Context: an optimization exercise on an open-source flow, tuned for small area, a short achievable clock period and few clock cycles per item. The choices shown serve that exercise and are no tape-out recipe.
The RTL was checked by simulation tests, not by an equivalence proof against the original design.

== job 101 ==
==> module fir_high, before the edit <==
module fir_high #(
    parameter int NTAPS = 1021
) (
    input  logic               clk,
    input  logic               rst_n,
    input  logic               sequencing,
    input  logic signed [15:0] lft_in,
    input  logic signed [15:0] rght_in,
    input  logic signed [15:0] coef,
    output logic        [9:0]  coef_addr,
    output logic signed [15:0] lft_out,
    output logic signed [15:0] rght_out,
    output logic               valid
);
    localparam logic [9:0]  LAST_ADDR = 10'(NTAPS);
    localparam logic [30:0] BMASK = 31'h7ffffffe;
    logic       sq1_r, sq2_r;       
    logic       a1_r, a2_r;         
    logic       f1_r, f2_r;         
    logic       act_r;              
    logic       keep_l_r, keep_r_r;  
    logic       en_r_r;             
    logic [15:0] s1_l_r, s1_r_r, s2_l_r, s2_r_r;
    logic [7:0]  one_l_r, two_l_r, neg_l_r, one_r_r, two_r_r, neg_r_r;
    logic [30:0] a_l_r, b_l_r, a_r_r, b_r_r;
    logic [30:0] a_l_n, b_l_n, a_r_n, b_r_n;
    logic [7:0]  one_d, two_d, neg_d;
    logic        done_s;
    always_comb begin
        for (int i = 0; i < 8; i++) begin
            logic hi, mid, lo;
            hi  = coef[2*i+1];
            mid = coef[2*i];
            lo  = (i == 0) ? 1'b0 : coef[2*i-1];
            one_d[i] = a1_r & (mid ^ lo);
            two_d[i] = a1_r & ((hi & ~mid & ~lo) | (~hi & mid & lo));
            neg_d[i] = a1_r & hi & ~(mid & lo);
        end
    end
    assign done_s = ~|((a_l_r & b_l_r & BMASK) | (a_r_r & b_r_r & BMASK)) & 1'b1;
    always_ff @(posedge clk or negedge rst_n) begin
        if (!rst_n) begin
            coef_addr <= 10'd0;
            sq1_r     <= 1'b0;
            sq2_r     <= 1'b0;
            a1_r      <= 1'b0;
            a2_r      <= 1'b0;
            f1_r      <= 1'b0;
            f2_r      <= 1'b0;
            act_r     <= 1'b0;
            keep_l_r  <= 1'b0;
            one_r_r   <= 8'd0;
            two_r_r   <= 8'd0;
            neg_r_r   <= 8'd0;
            valid     <= 1'b0;
        end else begin
            if (!sequencing)
                coef_addr <= 10'd0;
            else if (coef_addr != LAST_ADDR)
                coef_addr <= coef_addr + 10'd1;
            sq1_r <= sequencing;
            sq2_r <= sq1_r;
            a1_r  <= sequencing && (coef_addr != LAST_ADDR);
            a2_r  <= a1_r;
            f1_r  <= sequencing && !sq1_r;
            f2_r  <= f1_r;
            act_r <= sequencing || (act_r && !valid);
            keep_l_r <= (sequencing || (act_r && !valid)) && !f1_r;
            one_r_r  <= one_d;
            two_r_r  <= two_d;
            neg_r_r  <= neg_d;
            valid <= act_r && !valid && !sq1_r && !sq2_r && done_s;
        end
    end
    always_ff @(posedge clk) begin
        s1_l_r <= lft_in;
        s1_r_r <= rght_in;
        s2_l_r <= s1_l_r;
        s2_r_r <= s1_r_r;
        one_l_r  <= one_d;
        two_l_r  <= two_d;
        neg_l_r  <= neg_d;
        en_r_r   <= a1_r;
        keep_r_r <= (sequencing || (act_r && !valid)) && !f1_r;
        a_l_r  <= a_l_n;
        b_l_r  <= b_l_n;
        a_r_r  <= a_r_n;
        b_r_r  <= b_r_n;
    end
    fir_high_csa u_csa_l (
        .x(s2_l_r), .one(one_l_r), .two(two_l_r), .neg(neg_l_r), .en(a2_r),
        .keep(keep_l_r), .a(a_l_r), .b(b_l_r & BMASK), .a_n(a_l_n), .b_n(b_l_n)
    );
    fir_high_csa u_csa_r (
        .x(s2_r_r), .one(one_r_r), .two(two_r_r), .neg(neg_r_r), .en(en_r_r),
        .keep(keep_r_r), .a(a_r_r), .b(b_r_r & BMASK), .a_n(a_r_n), .b_n(b_r_n)
    );
    assign lft_out  = a_l_r[30:15];
    assign rght_out = a_r_r[30:15];
endmodule
Settings: LEC_CHECK=0, CAP_MARGIN=20, CORE_MARGIN=2, CORE_UTILIZATION=40, SETUP_SLACK_MARGIN=5, SLEW_MARGIN=20, SYNTH_HIERARCHICAL=1, SYNTH_MINIMUM_KEEP_SIZE=0; clock period 8.0 ns.
run.sh (not shown) runs the stock make flow with config.mk's settings and CLKGATE_MAP_FILE= SYNTH_SCRIPT=/design/flow/synth_recipe.tcl, a recipe that flattens the netlist after the stock synthesis.
Job 101 finished end to end and its layout was clean on timing, DRC and antenna.
Testbench counts of job 101, summed over its fixed seeds: cycles 49,295, runs 48.
## Diff of input files: job 102 against job 101
diff --git a/flow/design.v b/flow/design.v
--- a/flow/design.v
+++ b/flow/design.v
@@ -16,15 +16,14 @@
     localparam logic [30:0] BMASK = 31'h7ffffffe;
     logic       sq1_r, sq2_r;       
     logic       a1_r, a2_r;         
     logic       f1_r, f2_r;         
     logic       act_r;              
     logic       keep_l_r, keep_r_r;  
-    logic       en_r_r;             
     logic [15:0] s1_l_r, s1_r_r, s2_l_r, s2_r_r;
-    logic [7:0]  one_l_r, two_l_r, neg_l_r, one_r_r, two_r_r, neg_r_r;
+    logic [7:0]  one_r, two_r, neg_r;
     logic [30:0] a_l_r, b_l_r, a_r_r, b_r_r;
     logic [30:0] a_l_n, b_l_n, a_r_n, b_r_n;
     logic [7:0]  one_d, two_d, neg_d;
     logic        done_s;
     always_comb begin
         for (int i = 0; i < 8; i++) begin
@@ -46,15 +45,13 @@
             a1_r      <= 1'b0;
             a2_r      <= 1'b0;
             f1_r      <= 1'b0;
             f2_r      <= 1'b0;
             act_r     <= 1'b0;
             keep_l_r  <= 1'b0;
-            one_r_r   <= 8'd0;
-            two_r_r   <= 8'd0;
-            neg_r_r   <= 8'd0;
+            keep_r_r  <= 1'b0;
             valid     <= 1'b0;
         end else begin
             if (!sequencing)
                 coef_addr <= 10'd0;
             else if (coef_addr != LAST_ADDR)
                 coef_addr <= coef_addr + 10'd1;
@@ -63,39 +60,35 @@
             a1_r  <= sequencing && (coef_addr != LAST_ADDR);
             a2_r  <= a1_r;
             f1_r  <= sequencing && !sq1_r;
             f2_r  <= f1_r;
             act_r <= sequencing || (act_r && !valid);
             keep_l_r <= (sequencing || (act_r && !valid)) && !f1_r;
-            one_r_r  <= one_d;
-            two_r_r  <= two_d;
-            neg_r_r  <= neg_d;
+            keep_r_r <= (sequencing || (act_r && !valid)) && !f1_r;
             valid <= act_r && !valid && !sq1_r && !sq2_r && done_s;
         end
     end
     always_ff @(posedge clk) begin
         s1_l_r <= lft_in;
         s1_r_r <= rght_in;
         s2_l_r <= s1_l_r;
         s2_r_r <= s1_r_r;
-        one_l_r  <= one_d;
-        two_l_r  <= two_d;
-        neg_l_r  <= neg_d;
-        en_r_r   <= a1_r;
-        keep_r_r <= (sequencing || (act_r && !valid)) && !f1_r;
+        one_r  <= one_d;
+        two_r  <= two_d;
+        neg_r  <= neg_d;
         a_l_r  <= a_l_n;
         b_l_r  <= b_l_n;
         a_r_r  <= a_r_n;
         b_r_r  <= b_r_n;
     end
     fir_high_csa u_csa_l (
-        .x(s2_l_r), .one(one_l_r), .two(two_l_r), .neg(neg_l_r), .en(a2_r),
+        .x(s2_l_r), .one(one_r), .two(two_r), .neg(neg_r), .en(a2_r),
         .keep(keep_l_r), .a(a_l_r), .b(b_l_r & BMASK), .a_n(a_l_n), .b_n(b_l_n)
     );
     fir_high_csa u_csa_r (
-        .x(s2_r_r), .one(one_r_r), .two(two_r_r), .neg(neg_r_r), .en(en_r_r),
+        .x(s2_r_r), .one(one_r), .two(two_r), .neg(neg_r), .en(a2_r),
         .keep(keep_r_r), .a(a_r_r), .b(b_r_r & BMASK), .a_n(a_r_n), .b_n(b_r_n)
     );
     assign lft_out  = a_l_r[30:15];
     assign rght_out = a_r_r[30:15];
 endmodule
 module fir_high_csa (
Results
- Summary: with job 101 as the reference, routed wire length in job 102 moved up by more than 10%.
- Job 102 vs. job 101: share of the final layout cell area in sequential cells has decreased, met3 layer usage reported by global route has increased, data required time of the worst path has decreased, die footprint has decreased.
Testbench counts of job 102, summed over its fixed seeds: cycles 49,295, runs 48.

-- afterwards: timing with drivers on the ports --
No port has a modelled driver above. Below, the same layouts with a new extraction and two added sets of constraints.
Step 1 sets driving cells, clkbuf_16 on the clock port and buf_2 on the other inputs (assumed; they add their load-dependent delay and slew).
Step 2 moves the port delays by t, midway between the first and last clock arrival at a register: inputs arrive t later, outputs are due t later. That takes back most of the time a late clock gives input paths.
a / b / c = no drivers / after step 1 / after step 2; a / b = the first two.
| run | t, ns | slack for setup (ns) | hold slack, ns | worst setup path after step 2 | worst slew at a driven data input, ns |
|---|---|---|---|---|---|
| job 101 | 0.630 | 4.588 / 4.588 / 4.588 | 0.310 / 0.310 / 0.310 | register to register | 0.05 |
| job 102 | 0.619 | 4.548 / 4.548 / 4.548 | 0.320 / 0.320 / 0.320 | register to register | 0.08 |
After both steps every run listed still meets setup and hold.
